This design comes from an exercise in tuning for small area and a short achievable clock period on the open sky130 flow, not from production work. Only simulation tests tie the RTL to the original design; equivalence was not proved. Power figures rest on the tool's default switching activity, not on a simulated workload.

**flow/config.mk**
```make
export PLATFORM = sky130hd
export DESIGN_NAME = saturn_alru
export DESIGN_NICKNAME = saturn_alru
export VERILOG_FILES = /design/flow/design.v
export SDC_FILE = /design/flow/constraint.sdc
export NUM_CORES = 4
export LEC_CHECK = 0
export CAP_MARGIN = 20
export CORE_MARGIN = 2
export CORE_UTILIZATION = 30
export SETUP_SLACK_MARGIN = 1.5
export SLEW_MARGIN = 20
```
**flow/design.v**
```verilog
package saturn_alu_pkg;
    localparam int NIBBLES = 16;
    typedef logic [4*NIBBLES-1:0] word_t;
    typedef logic [3:0]           nib_t;         
    typedef logic [NIBBLES-1:0]   nib_mask_t;    
    typedef struct packed {
        nib_t left;
        nib_t right;
    } field_t;
    typedef enum logic [1:0] {
        BANK_WORK    = 2'd0,     
        BANK_SCRATCH = 2'd1,     
        BANK_MEM     = 2'd2      
    } bank_t;
    typedef struct packed {
        bank_t      bank;
        logic [2:0] index;       
    } reg_sel_t;
    typedef enum logic [3:0] {
        OP_TFR  = 4'h0,
        OP_ADD  = 4'h1,
        OP_SUB  = 4'h2,
        OP_RSUB = 4'h3,
        OP_AND  = 4'h4,
        OP_OR   = 4'h5,
        OP_SLN  = 4'h6,
        OP_SRN  = 4'h7,
        OP_CSL  = 4'h8,
        OP_CSR  = 4'h9,
        OP_EQ   = 4'ha,
        OP_NE   = 4'hb,
        OP_GE   = 4'hc,
        OP_GT   = 4'hd,
        OP_LE   = 4'he,
        OP_LT   = 4'hf
    } alu_op_t;
endpackage
`timescale 1ns/1ps
module field_mask (
    input  saturn_alu_pkg::field_t    field_i,
    input  saturn_alu_pkg::word_t     word_i,
    output saturn_alu_pkg::nib_mask_t mask_o,
    output saturn_alu_pkg::word_t     word_o
);
    saturn_alu_pkg::nib_mask_t mask;
    always_comb
    begin
        for (int n = 0; n < saturn_alu_pkg::NIBBLES; n++)
        begin
            mask[n] = (saturn_alu_pkg::nib_t'(n) <= field_i.left) && (saturn_alu_pkg::nib_t'(n) >= field_i.right);
        end
    end
    always_comb
    begin
        word_o = '0;
        for (int n = 0; n < saturn_alu_pkg::NIBBLES; n++)
        begin
            if (mask[n])
            begin
                word_o[4*n +: 4] = word_i[4*n +: 4];
            end
        end
    end
    assign mask_o = mask;
endmodule
`timescale 1ns/1ps
module bcd_addsub64 (
    input  saturn_alu_pkg::word_t  a_i,
    input  saturn_alu_pkg::word_t  b_i,
    input  logic                   sub_i,
    input  logic                   decimal_i,
    input  logic                   forced_carry_i,
    input  saturn_alu_pkg::field_t field_i,
    output saturn_alu_pkg::word_t  q_o,
    output logic                   carry_o
);
    logic               c_in;
    logic               c_out;
    logic [4:0]         raw;         
    logic [3:0]         digit;
    logic [saturn_alu_pkg::NIBBLES-1:0] nib_carry;   
    always_comb
    begin
        q_o       = '0;
        nib_carry = '0;
        c_in      = 1'b0;
        c_out     = 1'b0;
        raw       = '0;
        digit     = '0;
        for (int i = 0; i < saturn_alu_pkg::NIBBLES; i++)
        begin
            c_in = c_out | (forced_carry_i & (field_i.right == saturn_alu_pkg::nib_t'(i)));
            if (sub_i)
            begin
                raw   = {1'b0, a_i[4*i +: 4]} - {1'b0, b_i[4*i +: 4]} - {4'h0, c_in};
                c_out = raw[4];                                  
                if (decimal_i && c_out)
                begin
                    digit = raw[3:0] - 4'h6;
                end
                else
                begin
                    digit = raw[3:0];
                end
            end
            else
            begin
                raw = {1'b0, a_i[4*i +: 4]} + {1'b0, b_i[4*i +: 4]} + {4'h0, c_in};
                if (decimal_i)
                begin
                    c_out = raw > 5'd9;
                end
                else
                begin
                    c_out = raw[4];
                end
                if (decimal_i && c_out)
                begin
                    digit = raw[3:0] + 4'h6;                     
                end
                else
                begin
                    digit = raw[3:0];
                end
            end
            q_o[4*i +: 4] = digit;
            nib_carry[i]  = c_out;
        end
    end
    assign carry_o = nib_carry[field_i.left];
endmodule
`timescale 1ns/1ps
module nibble_compare (
    input  saturn_alu_pkg::word_t a_i,
    input  saturn_alu_pkg::word_t b_i,
    output logic                  eq_o,
    output logic                  ne_o,
    output logic                  ge_o,
    output logic                  gt_o,
    output logic                  le_o,
    output logic                  lt_o
);
    logic found;     
    logic a_gt;      
    always_comb
    begin
        found = 1'b0;
        a_gt  = 1'b0;
        for (int i = saturn_alu_pkg::NIBBLES - 1; i >= 0; i--)
        begin
            if (!found && (a_i[4*i +: 4] != b_i[4*i +: 4]))
            begin
                found = 1'b1;
                a_gt  = a_i[4*i +: 4] > b_i[4*i +: 4];
            end
        end
    end
    assign eq_o = ~found;
    assign ne_o = found;
    assign gt_o = found & a_gt;
    assign lt_o = found & ~a_gt;
    assign ge_o = ~found | a_gt;
    assign le_o = ~(found & a_gt);
endmodule
`timescale 1ns/1ps
module register_file #(
    parameter int NUM_SCRATCH = 8
) (
    input  logic                        clk_in,
    input  logic                        rst_n_i,
    input  saturn_alu_pkg::reg_sel_t    src_sel_i,
    input  saturn_alu_pkg::reg_sel_t    dst_sel_i,
    input  saturn_alu_pkg::nib_mask_t   mask_i,
    input  logic                        write_dst_i,
    input  saturn_alu_pkg::word_t       dst_word_i,
    input  logic                        write_src_i,
    input  saturn_alu_pkg::word_t       src_word_i,
    output saturn_alu_pkg::word_t       src_word_o,
    output saturn_alu_pkg::word_t       dst_word_o
);
    saturn_alu_pkg::word_t work_q [4];
    saturn_alu_pkg::word_t scr_q  [NUM_SCRATCH];
    function automatic logic [63:0] read_reg(saturn_alu_pkg::reg_sel_t sel);
        saturn_alu_pkg::word_t w;
        w = '0;
        if (sel.bank == saturn_alu_pkg::BANK_WORK)
        begin
            w = work_q[sel.index[1:0]];
        end
        else if (sel.bank == saturn_alu_pkg::BANK_SCRATCH && int'(sel.index) < NUM_SCRATCH)
        begin
            w = scr_q[sel.index];
        end
        read_reg = w;
    endfunction
    function automatic logic [63:0] merge_nibbles(saturn_alu_pkg::word_t old_w, saturn_alu_pkg::word_t new_w, saturn_alu_pkg::nib_mask_t m);
        saturn_alu_pkg::word_t w;
        w = old_w;
        for (int n = 0; n < saturn_alu_pkg::NIBBLES; n++)
        begin
            if (m[n])
            begin
                w[4*n +: 4] = new_w[4*n +: 4];
            end
        end
        merge_nibbles = w;
    endfunction
    assign src_word_o = read_reg(src_sel_i);
    assign dst_word_o = read_reg(dst_sel_i);
    always_ff @(posedge clk_in)
    begin
        if (!rst_n_i)
        begin
            for (int r = 0; r < 4; r++)
            begin
                work_q[r] <= '0;
            end
            for (int r = 0; r < NUM_SCRATCH; r++)
            begin
                scr_q[r] <= '0;
            end
        end
        else
        begin
            for (int r = 0; r < 4; r++)
            begin
                if (write_dst_i && dst_sel_i.bank == saturn_alu_pkg::BANK_WORK && int'(dst_sel_i.index[1:0]) == r)
                begin
                    work_q[r] <= merge_nibbles(work_q[r], dst_word_i, mask_i);
                end
                else if (write_src_i && src_sel_i.bank == saturn_alu_pkg::BANK_WORK
                         && int'(src_sel_i.index[1:0]) == r)
                begin
                    work_q[r] <= merge_nibbles(work_q[r], src_word_i, mask_i);
                end
            end
            for (int r = 0; r < NUM_SCRATCH; r++)
            begin
                if (write_dst_i && dst_sel_i.bank == saturn_alu_pkg::BANK_SCRATCH && int'(dst_sel_i.index) == r)
                begin
                    scr_q[r] <= merge_nibbles(scr_q[r], dst_word_i, mask_i);
                end
                else if (write_src_i && src_sel_i.bank == saturn_alu_pkg::BANK_SCRATCH
                         && int'(src_sel_i.index) == r)
                begin
                    scr_q[r] <= merge_nibbles(scr_q[r], src_word_i, mask_i);
                end
            end
        end
    end
endmodule
`timescale 1ns/1ps
module alu_core (
    input  logic                     clk_in,
    input  logic                     rst_n_i,
    input  logic                     latch_i,
    input  saturn_alu_pkg::word_t    src_word_i,
    input  saturn_alu_pkg::word_t    dst_word_i,
    input  saturn_alu_pkg::field_t   field_i,
    input  saturn_alu_pkg::alu_op_t  alu_op_i,
    input  logic                     decimal_i,
    input  logic                     forced_carry_i,
    input  logic                     write_carry_i,
    input  logic                     set_carry_i,
    input  logic                     clr_carry_i,
    output saturn_alu_pkg::word_t    result_o,
    output saturn_alu_pkg::word_t    latched_dst_o,
    output logic                     carry_o,
    output logic                     condition_o
);
    saturn_alu_pkg::word_t src_q;
    saturn_alu_pkg::word_t dst_q;
    saturn_alu_pkg::word_t add_q;
    saturn_alu_pkg::word_t sub_q;
    saturn_alu_pkg::word_t sub_a;
    saturn_alu_pkg::word_t sub_b;
    logic  add_c;
    logic  sub_c;
    logic  op_carry;
    logic  carry_q;
    logic  condition_q;
    logic  cmp_hit;
    logic  relation;
    logic  eq, ne, ge, gt, le, lt;
    always_ff @(posedge clk_in)
    begin
        if (!rst_n_i)
        begin
            src_q <= '0;
            dst_q <= '0;
        end
        else if (latch_i)
        begin
            src_q <= src_word_i;
            dst_q <= dst_word_i;
        end
    end
    assign sub_a = (alu_op_i == saturn_alu_pkg::OP_RSUB) ? src_q : dst_q;
    assign sub_b = (alu_op_i == saturn_alu_pkg::OP_RSUB) ? dst_q : src_q;
    bcd_addsub64 u_add (
        .a_i            (dst_q),
        .b_i            (src_q),
        .sub_i          (1'b0),
        .decimal_i      (decimal_i),
        .forced_carry_i (forced_carry_i),
        .field_i        (field_i),
        .q_o            (add_q),
        .carry_o        (add_c)
    );
    bcd_addsub64 u_sub (
        .a_i            (sub_a),
        .b_i            (sub_b),
        .sub_i          (1'b1),
        .decimal_i      (decimal_i),
        .forced_carry_i (forced_carry_i),
        .field_i        (field_i),
        .q_o            (sub_q),
        .carry_o        (sub_c)
    );
    nibble_compare u_cmp (
        .a_i  (dst_q),
        .b_i  (src_q),
        .eq_o (eq),
        .ne_o (ne),
        .ge_o (ge),
        .gt_o (gt),
        .le_o (le),
        .lt_o (lt)
    );
    always_comb
    begin
        result_o = dst_q;    
        op_carry = 1'b0;
        case (alu_op_i)
            saturn_alu_pkg::OP_TFR:  result_o = src_q;
            saturn_alu_pkg::OP_ADD:
            begin
                result_o = add_q;
                op_carry = add_c;
            end
            saturn_alu_pkg::OP_SUB, saturn_alu_pkg::OP_RSUB:
            begin
                result_o = sub_q;
                op_carry = sub_c;
            end
            saturn_alu_pkg::OP_AND:  result_o = src_q & dst_q;
            saturn_alu_pkg::OP_OR:   result_o = src_q | dst_q;
            saturn_alu_pkg::OP_SLN:
            begin
                result_o = {src_q[59:0], 4'h0};
                op_carry = src_q[4*field_i.left +: 4] != 4'h0;     
            end
            saturn_alu_pkg::OP_SRN:
            begin
                result_o = {4'h0, src_q[63:4]};
                op_carry = src_q[4*field_i.right +: 4] != 4'h0;    
            end
            saturn_alu_pkg::OP_CSL:  result_o = {src_q[59:0], src_q[63:60]};
            saturn_alu_pkg::OP_CSR:  result_o = {src_q[3:0], src_q[63:4]};
            default: result_o = dst_q;
        endcase
    end
    always_comb
    begin
        cmp_hit  = 1'b1;
        relation = eq;
        case (alu_op_i)
            saturn_alu_pkg::OP_EQ:   relation = eq;
            saturn_alu_pkg::OP_NE:   relation = ne;
            saturn_alu_pkg::OP_GE:   relation = ge;
            saturn_alu_pkg::OP_GT:   relation = gt;
            saturn_alu_pkg::OP_LE:   relation = le;
            saturn_alu_pkg::OP_LT:   relation = lt;
            default: cmp_hit = 1'b0;
        endcase
    end
    always_ff @(posedge clk_in)
    begin
        if (!rst_n_i)
        begin
            carry_q     <= 1'b0;
            condition_q <= 1'b0;
        end
        else
        begin
            if (clr_carry_i)
            begin
                carry_q <= 1'b0;
            end
            else if (set_carry_i)
            begin
                carry_q <= 1'b1;
            end
            else if (write_carry_i)
            begin
                carry_q <= op_carry;
            end
            if (cmp_hit)
            begin
                condition_q <= relation;
            end
        end
    end
    assign latched_dst_o = dst_q;
    assign carry_o       = carry_q;
    assign condition_o   = condition_q;
endmodule
`timescale 1ns/1ps
module saturn_alru #(
    parameter int NUM_SCRATCH = 8
) (
    input  logic                     clk_in,
    input  logic                     rst_n_i,
    input  logic [4:0]               src_sel_i,      
    input  logic [4:0]               dst_sel_i,      
    input  logic [7:0]               field_i,        
    input  logic [3:0]               alu_op_i,
    input  logic                     decimal_i,
    input  logic                     forced_carry_i,
    input  logic [63:0]              data_i,
    input  logic                     latch_i,
    input  logic                     write_dst_i,
    input  logic                     write_src_i,
    input  logic                     write_carry_i,
    input  logic                     set_carry_i,
    input  logic                     clr_carry_i,
    output logic [63:0]              data_o,
    output logic                     carry_o,
    output logic                     condition_o
);
    saturn_alu_pkg::reg_sel_t  src_sel;
    saturn_alu_pkg::reg_sel_t  dst_sel;
    saturn_alu_pkg::field_t    field;
    saturn_alu_pkg::alu_op_t   alu_op;
    assign src_sel = saturn_alu_pkg::reg_sel_t'(src_sel_i);
    assign dst_sel = saturn_alu_pkg::reg_sel_t'(dst_sel_i);
    assign field   = saturn_alu_pkg::field_t'(field_i);
    assign alu_op  = saturn_alu_pkg::alu_op_t'(alu_op_i);
    saturn_alu_pkg::word_t     reg_src_word;
    saturn_alu_pkg::word_t     reg_dst_word;
    saturn_alu_pkg::word_t     src_word;
    saturn_alu_pkg::word_t     masked_src;
    saturn_alu_pkg::word_t     masked_dst;
    saturn_alu_pkg::word_t     result;
    saturn_alu_pkg::word_t     latched_dst;
    saturn_alu_pkg::nib_mask_t field_nibs;
    assign src_word = (src_sel.bank == saturn_alu_pkg::BANK_MEM) ? data_i : reg_src_word;
    register_file #(
        .NUM_SCRATCH (NUM_SCRATCH)
    ) u_regs (
        .clk_in      (clk_in),
        .rst_n_i     (rst_n_i),
        .src_sel_i   (src_sel),
        .dst_sel_i   (dst_sel),
        .mask_i      (field_nibs),
        .write_dst_i (write_dst_i),
        .dst_word_i  (result),
        .write_src_i (write_src_i),
        .src_word_i  (latched_dst),      
        .src_word_o  (reg_src_word),
        .dst_word_o  (reg_dst_word)
    );
    field_mask u_src_mask (
        .field_i (field),
        .word_i  (src_word),
        .mask_o  (field_nibs),
        .word_o  (masked_src)
    );
    field_mask u_dst_mask (
        .field_i (field),
        .word_i  (reg_dst_word),
        .mask_o  (),
        .word_o  (masked_dst)
    );
    alu_core u_core (
        .clk_in         (clk_in),
        .rst_n_i        (rst_n_i),
        .latch_i        (latch_i),
        .src_word_i     (masked_src),
        .dst_word_i     (masked_dst),
        .field_i        (field),
        .alu_op_i       (alu_op),
        .decimal_i      (decimal_i),
        .forced_carry_i (forced_carry_i),
        .write_carry_i  (write_carry_i),
        .set_carry_i    (set_carry_i),
        .clr_carry_i    (clr_carry_i),
        .result_o       (result),
        .latched_dst_o  (latched_dst),
        .carry_o        (carry_o),
        .condition_o    (condition_o)
    );
    assign data_o = masked_src;      
endmodule
```
**flow/run.sh**
```bash
#!/bin/bash
# synth_recipe.tcl (not shown) runs the flow's synth.tcl, then flattens the netlist and writes it again
# the make line also repeats each setting of config.mk as NAME=value (left out here)
make -C /OpenROAD-flow-scripts/flow DESIGN_CONFIG=/design/flow/config.mk WORK_HOME=/design/flow/orfs CLKGATE_MAP_FILE= SYNTH_SCRIPT=/design/flow/synth_recipe.tcl finish
```
**flow/constraint.sdc**
```tcl
create_clock -name core_clock -period 40.0 [get_ports {clk_in}]
set_input_delay 8.0000 -clock core_clock [delete_from_list [all_inputs] [get_ports {clk_in}]]
set_output_delay 8.0000 -clock core_clock [all_outputs]
set_load 0.01 [all_outputs]
```
==> results.txt <==
cell type report:
cell class,instances,area share
Timing Repair Buffer,411,0.0471
Clock inverter,54,0.0102
Sequential cell,898,0.238
Tap cell,2975,0.0493
Clock buffer,140,0.0380
Multi-Input combinational cell,6698,0.603
Inverter,267,0.0134
Antenna cell,27,0.000894
layer usage:
layer  track usage  up-vias  part of all wire
met5             0        -           0.00063
met1         0.379    36100              0.36
li1              -    31200                 -
met2         0.441     6123              0.41
met3        0.0951     1709              0.13
met4         0.250       30             0.094
sequential cells by signal, indices dropped and copies added (netlist names):
signal	cells
u_regs.scr_q	512
u_regs.work_q	256
u_core.dst_q	64
u_core.src_q	64
u_core.carry_q	1
u_core.condition_q	1
worst max path at each step:
stage | start | to | depth (start not counted)
floorplan | field_i[0] | u_regs.scr_q[2][61]$_SDFFE_PN0P_ | 140
global placement | field_i[3] | u_regs.scr_q[4][62]$_SDFFE_PN0P_ | 143
detailed placement | field_i[3] | u_regs.scr_q[4][62]$_SDFFE_PN0P_ | 143
CTS | field_i[3] | u_regs.scr_q[4][62]$_SDFFE_PN0P_ | 144
global route | field_i[1] | u_regs.scr_q[3][61]$_SDFFE_PN0P_ | 144
finish | field_i[3] | u_regs.scr_q[3][61]$_SDFFE_PN0P_ | 143
through the flow:
| stage | setup TNS [ns] | std cells |
|---|---|---|
| after floorplan | 0 | 8688 |
| after global placement | -3.11 | 11200 |
| after detailed placement | -13.94 | 11200 |
| after CTS | 0 | 11400 |
| after global routing | 0 | 11400 |
| final | 0 | 11500 |
synthesized netlist by cell type, drive strengths merged, types with 121 or more instances:
cell	instances	share of area
inv	264	0.015
a211oi	126	0.015
a311oi	220	0.029
dfxtp	898	0.27
o21ai	695	0.052
clkbuf	626	0.035
mux2i	323	0.049
a21oi	666	0.050
buf	199	0.015
nand2	1160	0.065
ha	256	0.048
o211ai	142	0.016
a22oi	152	0.017
nor2	1020	0.057
nor3	121	0.0095
a31oi	277	0.026
mux4	170	0.057
cell families (layout without fill, tap and decap cells):
| family | after synthesis | in the layout | synth area share |
|---|---|---|---|
| fa+ha+maj | 320 | 320 | 0.0671 |
| compound gates | 2995 | 2995 | 0.299 |
| other cells | 0 | 27 | 0 |
| buf+inv | 1092 | 872 | 0.0652 |
| simple gates | 2757 | 2757 | 0.175 |
| mux | 521 | 521 | 0.111 |
| xor+xnor | 105 | 105 | 0.0140 |
| flops | 898 | 898 | 0.269 |
power by group through the flow:
stage	Sequential, mW	Combinational (mW)	Clock, mW
6_report	0.910	0.433	1.05
3_3_place_gp	0.929	0.403	0
5_1_grt	0.910	0.446	1.09
2_1_floorplan	0.926	0.248	0
3_5_place_dp	0.930	0.408	0
4_1_cts	0.910	0.411	1.05
critical path, delay by kind of cell:
kind / cells / cell delay [ns]
adders and majority gates: 47 / 14.31
AOI/OAI and AO/OA: 27 / 6.59
and+or+nand+nor: 29 / 3.96
buffers and inverters: 27 / 2.88
xor gates and xnor gates: 13 / 1.90
what timing repair did:
item	4_1_cts	5_1_grt
cloned	0	1
pin swaps	1	16
resized for setup	11	62
setup buffers	2	15
endpoints found under the setup margin	49	85
==> metrics.md <==
| Metric | Value |
|---|---|
| Status | no timing/DRC/antenna violations |
| Die Ht | approximately 480 um |
| Combinational Power Share | 0.181 |
| Area grow syn2layout | 13.1% |
| Clock sinks | roughly 900 |
| H-tree depth | 3 |
| Dpl ws | -0.613 ns |
| Via/cell ratio | 6.55 |
| Slew at the pin with the worst max-slew slack | roughly 1.4 ns |
| Unique masters post-synth | 98 |
| Worst-path fanout max | 5 |
| Mean routed wirelength per cell | between 30 and 40 um |
| Post-synth EDFFs | 0 |
| Core footprint | 222000 sq um |
| Util after Layout | 0.341 |
| Total Routing Usage GR | 0.308 |
| Dpl hpwl | 235000 um |
| CP max stage cell | fa_2 |
| Total internal power | 1.63 mW |
| Max incr delay on CP | between 0.5 and 0.6 ns |
| Root buffer cell | clkbuf_16 |
| Crit path kind | in2reg |
| #FFs+latches synth | 898 |
| Min Hold Slack | 0.497 ns |
| Largest net degree at the start of global routing | 128 |
| CP required | 40.70 ns |
| Post-Syn Instances | 8688 |
| Initial drt markers | 12600 |
| Clk Latency, worst-skew pair | approximately 0.8 ns |
| Clock Skews | ~0.056 ns |
| Initial Utilization | 0.301 |
| Hold EP | u_regs.scr_q[2][11]$_SDFFE_PN0P_ |
| Synth Warn # | 7 |
| Peak supply drop | 0.0348 mV |
| CTS tree | yes |
| CTS Hold Bufs | 0 |
| Gpl congestion | 1.02 |
| Worst R2R Setup Slack | between 10 and 15 ns |
| CP Launch Type | input pin |
| Post-synthesis sequential area ratio | 0.269 |
| Final worst slack | between 3 and 4 ns |
| Mapped Nets | 9104 |
| Ys flop type | dfxtp_1 |
| R2R depth | roughly 140 |
| Final Hold Viols | 0 |
| Fraction of layout cells with a size suffix above 1 | 0.0991 |
| Multi-input gate area | 45600 sq um |
| HP Class | reg2reg |
| Slew Viols, Final | 0 |
| Vias in the first global route | 69700 |
| I/O pin count | between 150 and 200 |
| Sequential share of power | 0.380 |
| Clock tree buffer depth | 3 |
| CTS buffer count | between 100 and 150 |
| Reg-to-reg startpoint | u_core.dst_q[2]$_SDFFE_PN0P_ |
| Vias | 75200 |
| Final Cell Area | 75600 sq um |
| Sw Ratio | 0.322 |
| Total Wirelength | 364000 um |
| Period minus WS final | about 37 ns |
| Drt drc | 0 |
| Port Buffer Count | 161 |
| Final setup viols | 0 |
| Global-route wire length before repair | ~510000 um |
| Row count | 173 |
| Register clock-pin slew on the reported worst setup and hold paths | around 0.07 ns |
| RSZ-0062 raised after global routing | false |
| Most frequent CP cell | fa_1 |
| Initial antenna violation count | 36 |
| Post-Place Cell Area | a little over 70000 sq um |
| Most frequent cells in the layout | 1150 x nand2_1, 997 x nor2_1, 898 x dfxtp_1, 678 x o21ai_0, 649 x a21oi_1 |
| Final Power | between 2 and 2.5 mW |
| Die area | 227000 sq um |
| Switching pwr | 771 uW |
| Final ANT Viol Nets | 0 |
| Avg Cell Area, Syn | 7.69 sq um |
| Register area | about 18000 sq um |
| WP data arrival | around 38 ns |
| P_leak | about 26 nW |
| Grt total ovfl | 0 |
| Fill count | 22900 |
| Clock power share | 0.440 |
| Max Clk Rate | 27.1 MHz |
| MaxCap Viol Count | 0 |
| Period utilization | 0.923 |
| Async SR Flop Fraction | 0 |
| Mapped cell area | 66900 sq um |
| Worst slew margin | 0.0768 |
| FF-to-FF End | u_regs.scr_q[3][61]$_SDFFE_PN0P_ |
| Most common cell after layout, fill and taps aside | nand2_1 |
| Critical hold path startpoint | u_regs.scr_q[2][11]$_SDFFE_PN0P_ |
| Worst Setup End Kind | register |
| Final Net Count | just under 9000 |
| Number of detailed-route iterations in the first pass | 8 |
| Power per cell area | 31.7 nW/um^2 |
| Hold Path Stages | 2 |
| Die Wd | 476 um |

-- re-timing with driven ports --
The flow's constraints put no driver on any port. The routed layout listed below was extracted and timed again, unchanged, in two steps. Step 1 sets driving cells, clkbuf_16 on the clock port and buf_2 on the other inputs (assumed; they add their load-dependent delay and slew). Step 2 times the ports against the registers' clock, not the clock port: input delays grow and output delays shrink by t, the midpoint of the rising clock arrivals with the driver on. Three values: ideal, step 1, step 2; two values: the first two.
shift t [ns]: 0.875
slack for setup (ns): 3.067 / 3.129 / 2.253
worst setup path after step 2: input to register
slew at the worst register clock pin (ns): 0.07 / 0.07
worst slew at a driven data input, ns: 0.18
After both steps setup and hold are still met in this run. The setup slack of this run moves by +0.062 ns with the drivers and by -0.814 ns with both steps.
